This is an optimization exercise on Yosys and OpenROAD, whose aim is small area, not a production implementation.
Function was checked by simulation only, so behaviour that the tests miss may differ from the original.

==> sierra <==
==> flow/design.v <==
module sdp_ff8 (
    input  logic       clk,
    input  logic [7:0] d,
    output logic [7:0] q
);
    always_ff @(posedge clk) begin
        q <= d;
    end
endmodule
module sdp_en1 (
    input  logic e,
    input  logic eb,
    input  logic d,
    input  logic q,
    output logic y
);
    assign y = (e | q) & (eb | d);
endmodule
module sdp_nor2 (
    input  logic a,
    input  logic b,
    output logic y
);
    assign y = ~(a | b);
endmodule
module sdp_nand2 (
    input  logic a,
    input  logic b,
    output logic y
);
    assign y = ~(a & b);
endmodule
module sdp_aoi222 (
    input  logic a1, a2, b1, b2, c1, c2,
    output logic y
);
    assign y = ~((a1 & a2) | (b1 & b2) | (c1 & c2));
endmodule
module sdp_nand4 (
    input  logic [3:0] a,
    output logic       y
);
    assign y = ~&a;
endmodule
module sdp_lodec (
    input  logic [2:0] a,
    output logic [7:0] y_n
);
    always_comb begin
        for (int k = 0; k < 8; k++) begin
            y_n[k] = (a != 3'(k));
        end
    end
endmodule
module sdp_rff0 (
    input  logic clk,
    input  logic rst_n,
    input  logic d,
    output logic q
);
    always_ff @(posedge clk or negedge rst_n) begin
        if (!rst_n) begin
            q <= 1'b0;
        end else begin
            q <= d;
        end
    end
endmodule
module sdp_rff1 (
    input  logic clk,
    input  logic rst_n,
    input  logic d,
    output logic q
);
    always_ff @(posedge clk or negedge rst_n) begin
        if (!rst_n) begin
            q <= 1'b1;
        end else begin
            q <= d;
        end
    end
endmodule
module memory_sdpram #(
    parameter logic [31:0] READ_RESET_VALUE = 32'hCAFE_0000
) (
    input  logic        clk,
    input  logic        rst_n,
    input  logic        ena,
    input  logic [3:0]  wea,
    input  logic [6:0]  addra,
    input  logic [31:0] dina,
    input  logic        enb,
    input  logic        regceb,
    input  logic [6:0]  addrb,
    output logic [31:0] doutb
);
    localparam int DEPTH = 96;
    localparam int NHI   = DEPTH / 8;
    localparam int NGRP  = DEPTH / 3;
    logic [NHI-1:0] wa_hi, wa_hi_n;    
    logic [7:0]     wa_lo [4];         
    logic [7:0]     wa_lo_n [4];
    logic [NHI-1:0] ra_hi_n;           
    logic [7:0]     ra_lo_n [4];       
    for (genvar l = 0; l < 4; l++) begin : g_rlo
        sdp_lodec u_ra_lo (.a(addrb[2:0]), .y_n(ra_lo_n[l]));
    end
    always_comb begin
        for (int h = 0; h < NHI; h++) begin
            wa_hi[h]   = (addra[6:3] == 4'(h));
            wa_hi_n[h] = !wa_hi[h];
            ra_hi_n[h] = (addrb[6:3] != 4'(h));
        end
        for (int k = 0; k < 8; k++) begin
            for (int l = 0; l < 4; l++) begin
                wa_lo[l][k]   = ena && wea[l] && (addra[2:0] == 3'(k));
                wa_lo_n[l][k] = !wa_lo[l][k];
            end
        end
    end
    logic [31:0]      mem_q [DEPTH];
    logic [3:0]       rd_sel [DEPTH];    
    for (genvar w = 0; w < DEPTH; w++) begin : g_word
        logic [31:0] d;
        for (genvar l = 0; l < 4; l++) begin : g_lane
            sdp_nor2 u_rsel (.a(ra_hi_n[w / 8]), .b(ra_lo_n[l][w % 8]), .y(rd_sel[w][l]));
            logic m;
            logic mb;
            sdp_nor2  u_m  (.a(wa_hi_n[w / 8]), .b(wa_lo_n[l][w % 8]), .y(m));
            sdp_nand2 u_mb (.a(wa_hi[w / 8]),   .b(wa_lo[l][w % 8]),   .y(mb));
            for (genvar i = 8*l; i < 8*l + 8; i++) begin : g_bit
                sdp_en1 u_wr (
                    .e (m),
                    .eb(mb),
                    .d (dina[i]),
                    .q (mem_q[w][i]),
                    .y (d[i])
                );
            end
            sdp_ff8 u_ff (
                .clk(clk),
                .d  (d[8*l +: 8]),
                .q  (mem_q[w][8*l +: 8])
            );
        end
    end
    logic [31:0] rd_word;
    for (genvar b = 0; b < 32; b++) begin : g_bit
        logic [NGRP-1:0] y;
        logic [7:0]      z;
        logic [3:0]      u;
        for (genvar g = 0; g < NGRP; g++) begin : g_grp
            sdp_aoi222 u_aoi (
                .a1(rd_sel[3*g][b / 8]),     .a2(mem_q[3*g][b]),
                .b1(rd_sel[3*g + 1][b / 8]), .b2(mem_q[3*g + 1][b]),
                .c1(rd_sel[3*g + 2][b / 8]), .c2(mem_q[3*g + 2][b]),
                .y (y[g])
            );
        end
        for (genvar k = 0; k < 8; k++) begin : g_z
            sdp_nand4 u_z (.a(y[4*k +: 4]), .y(z[k]));
        end
        for (genvar k = 0; k < 4; k++) begin : g_u
            sdp_nor2 u_u (.a(z[2*k]), .b(z[2*k + 1]), .y(u[k]));
        end
        sdp_nand4 u_rd (.a(u), .y(rd_word[b]));
    end
    logic        enb_n;
    logic        regceb_n;
    logic [31:0] r1_d, r1_q;
    logic [31:0] r2_d, r2_q;
    assign enb_n    = !enb;
    assign regceb_n = !regceb;
    for (genvar b = 0; b < 32; b++) begin : g_rreg
        sdp_en1 u_r1en (.e(enb),    .eb(enb_n),    .d(rd_word[b]), .q(r1_q[b]), .y(r1_d[b]));
        sdp_en1 u_r2en (.e(regceb), .eb(regceb_n), .d(r1_q[b]),    .q(r2_q[b]), .y(r2_d[b]));
        if (READ_RESET_VALUE[b]) begin : g_one
            sdp_rff1 u_r1 (.clk(clk), .rst_n(rst_n), .d(r1_d[b]), .q(r1_q[b]));
            sdp_rff1 u_r2 (.clk(clk), .rst_n(rst_n), .d(r2_d[b]), .q(r2_q[b]));
        end else begin : g_zero
            sdp_rff0 u_r1 (.clk(clk), .rst_n(rst_n), .d(r1_d[b]), .q(r1_q[b]));
            sdp_rff0 u_r2 (.clk(clk), .rst_n(rst_n), .d(r2_d[b]), .q(r2_q[b]));
        end
    end
    assign doutb = r2_q;
endmodule
module sdpram_top (
    input  logic        clk,
    input  logic        rst_n,
    input  logic        ena,
    input  logic [3:0]  wea,
    input  logic [6:0]  addra,
    input  logic [31:0] dina,
    input  logic        enb,
    input  logic        regceb,
    input  logic [6:0]  addrb,
    output logic [31:0] doutb
);
    memory_sdpram #(
        .READ_RESET_VALUE(32'hCAFE_0000)
    ) u_mem (
        .clk   (clk),
        .rst_n (rst_n),
        .ena   (ena),
        .wea   (wea),
        .addra (addra),
        .dina  (dina),
        .enb   (enb),
        .regceb(regceb),
        .addrb (addrb),
        .doutb (doutb)
    );
endmodule
==> flow/run.sh <==
#!/bin/bash
# synth_recipe.tcl (not shown) runs the flow's synth.tcl, then flattens the netlist and writes it again
# the make line also repeats each setting of config.mk as NAME=value (left out here)
make -C /OpenROAD-flow-scripts/flow DESIGN_CONFIG=/design/flow/config.mk WORK_HOME=/design/flow/orfs CLKGATE_MAP_FILE= SYNTH_SCRIPT=/design/flow/synth_recipe.tcl finish
==> flow/config.mk <==
export PLATFORM = sky130hd
export DESIGN_NAME = sdpram_top
export DESIGN_NICKNAME = sdpram_top
export VERILOG_FILES = /design/flow/design.v
export SDC_FILE = /design/flow/constraint.sdc
export NUM_CORES = 4
export LEC_CHECK = 0
export CAP_MARGIN = 10
export CORE_MARGIN = 2
export CORE_UTILIZATION = 60
export CTS_BUF_LIST = sky130_fd_sc_hd__clkbuf_8
export CTS_CLUSTER_DIAMETER = 100
export CTS_CLUSTER_SIZE = 16
export GPL_TIMING_DRIVEN = 0
export PLACE_DENSITY = 0.75
export SETUP_SLACK_MARGIN = 0.4
export SLEW_MARGIN = 10
export SYNTH_HIERARCHICAL = 1
export SYNTH_MINIMUM_KEEP_SIZE = 0
==> flow/constraint.sdc <==
create_clock -name core_clock -period 3.5 [get_ports {clk}]
set_input_delay 0.7000 -clock core_clock [delete_from_list [all_inputs] [get_ports {clk}]]
set_output_delay 0.7000 -clock core_clock [all_outputs]
set_load 0.01 [all_outputs]
==> xenon: changes against sierra <==
==> flow/design.v (replaced) <==
module sdp_ff8 (
    input  logic       clk,
    input  logic [7:0] d,
    output logic [7:0] q
);
    always_ff @(posedge clk) begin
        q <= d;
    end
endmodule
module sdp_wr1 (
    input  logic m,
    input  logic mb,
    input  logic din,
    input  logic q,
    output logic d
);
    assign d = (m | q) & (mb | din);
endmodule
module sdp_aoi222 (
    input  logic a1, a2, b1, b2, c1, c2,
    output logic y
);
    assign y = ~((a1 & a2) | (b1 & b2) | (c1 & c2));
endmodule
module sdp_nand32 (
    input  logic [31:0] a,
    output logic        y
);
    assign y = ~&a;
endmodule
module memory_sdpram #(
    parameter logic [31:0] READ_RESET_VALUE = 32'hCAFE_0000
) (
    input  logic        clk,
    input  logic        rst_n,
    input  logic        ena,
    input  logic [3:0]  wea,
    input  logic [6:0]  addra,
    input  logic [31:0] dina,
    input  logic        enb,
    input  logic        regceb,
    input  logic [6:0]  addrb,
    output logic [31:0] doutb
);
    localparam int DEPTH = 96;
    localparam int NGRP  = DEPTH / 3;
    logic [31:0] mem_q [DEPTH];
    for (genvar w = 0; w < DEPTH; w++) begin : g_word
        logic [31:0] d;
        for (genvar l = 0; l < 4; l++) begin : g_lane
            logic m;
            logic mb;
            assign m  = ena && wea[l] && (addra == 7'(w));
            assign mb = !m;
            for (genvar i = 8*l; i < 8*l + 8; i++) begin : g_bit
                sdp_wr1 u_wr (
                    .m  (m),
                    .mb (mb),
                    .din(dina[i]),
                    .q  (mem_q[w][i]),
                    .d  (d[i])
                );
            end
            sdp_ff8 u_ff (
                .clk(clk),
                .d  (d[8*l +: 8]),
                .q  (mem_q[w][8*l +: 8])
            );
        end
    end
    logic [DEPTH-1:0] rd_sel;
    always_comb begin
        for (int w = 0; w < DEPTH; w++) begin
            rd_sel[w] = (addrb == 7'(w));
        end
    end
    logic [31:0] rd_word;
    for (genvar b = 0; b < 32; b++) begin : g_bit
        logic [NGRP-1:0] y;
        for (genvar g = 0; g < NGRP; g++) begin : g_grp
            sdp_aoi222 u_aoi (
                .a1(rd_sel[3*g]),     .a2(mem_q[3*g][b]),
                .b1(rd_sel[3*g + 1]), .b2(mem_q[3*g + 1][b]),
                .c1(rd_sel[3*g + 2]), .c2(mem_q[3*g + 2][b]),
                .y (y[g])
            );
        end
        sdp_nand32 u_or (.a(y), .y(rd_word[b]));
    end
    logic [31:0] r1_q;
    logic [31:0] r2_q;
    always_ff @(posedge clk or negedge rst_n) begin
        if (!rst_n) begin
            r1_q <= READ_RESET_VALUE;
        end else if (enb) begin
            r1_q <= rd_word;
        end
    end
    always_ff @(posedge clk or negedge rst_n) begin
        if (!rst_n) begin
            r2_q <= READ_RESET_VALUE;
        end else if (regceb) begin
            r2_q <= r1_q;
        end
    end
    assign doutb = r2_q;
endmodule
module sdpram_top (
    input  logic        clk,
    input  logic        rst_n,
    input  logic        ena,
    input  logic [3:0]  wea,
    input  logic [6:0]  addra,
    input  logic [31:0] dina,
    input  logic        enb,
    input  logic        regceb,
    input  logic [6:0]  addrb,
    output logic [31:0] doutb
);
    memory_sdpram #(
        .READ_RESET_VALUE(32'hCAFE_0000)
    ) u_mem (
        .clk   (clk),
        .rst_n (rst_n),
        .ena   (ena),
        .wea   (wea),
        .addra (addra),
        .dina  (dina),
        .enb   (enb),
        .regceb(regceb),
        .addrb (addrb),
        .doutb (doutb)
    );
endmodule
==> flow/config.mk (replaced) <==
export PLATFORM = sky130hd
export DESIGN_NAME = sdpram_top
export DESIGN_NICKNAME = sdpram_top
export VERILOG_FILES = /design/flow/design.v
export SDC_FILE = /design/flow/constraint.sdc
export NUM_CORES = 4
export LEC_CHECK = 0
export CAP_MARGIN = 20
export CORE_MARGIN = 2
export CORE_UTILIZATION = 40
export SLEW_MARGIN = 20
export SYNTH_HIERARCHICAL = 1
export SYNTH_MINIMUM_KEEP_SIZE = 0
==> summary of the runs <==
sierra went through all stages and came out clean. xenon reached the layout checks and failed them: setup timing.
Global-route usage: xenon is lower than sierra (7.8 points).
In sierra the final cell count is lower than in xenon, by about 16%.
In xenon the clock skew is higher than in sierra, by 0.038 ns.
In xenon the synthesized area is larger than in sierra, by about 1.1%.
In xenon the die area is larger than in sierra, by 51%.
In flip-flop and latch count, xenon and sierra do not differ.
First-iteration DRC count: xenon is lower than sierra (11%).
Critical path depth: sierra is lower than xenon (9).

==> afterwards: timing with drivers on the ports <==
Ports are ideal in the flow. The routed layouts listed here were re-timed in OpenROAD. Step 1, drivers: a clkbuf_16 drives clk and a buf_2 each remaining input, both assumed. Step 2 also shifts input and output timing later by t, the mid clock arrival at the registers, as if the neighbouring blocks saw the same clock. Three values: ideal ports, drivers, drivers and shift; two values: the first two.
run | shift t [ns] | setup WS [ns] | hold slack, ns | slew at the worst register clock pin (ns) | pins driven straight from the clock port
sierra | 1.097 | 0.225 / 0.179 / -0.918 | 0.083 / 0.026 / 0.490 | 0.12 / 0.12 | 1
xenon | 1.026 | -0.017 / 0.003 / -1.023 | 0.207 / 0.137 / 0.480 | 0.06 / 0.06 | 1
With both steps, setup timing fails in sierra, where it was met with ideal ports. The setup slack of sierra, which loses most, moves by -0.046 ns with the drivers and by -1.143 ns with both steps.
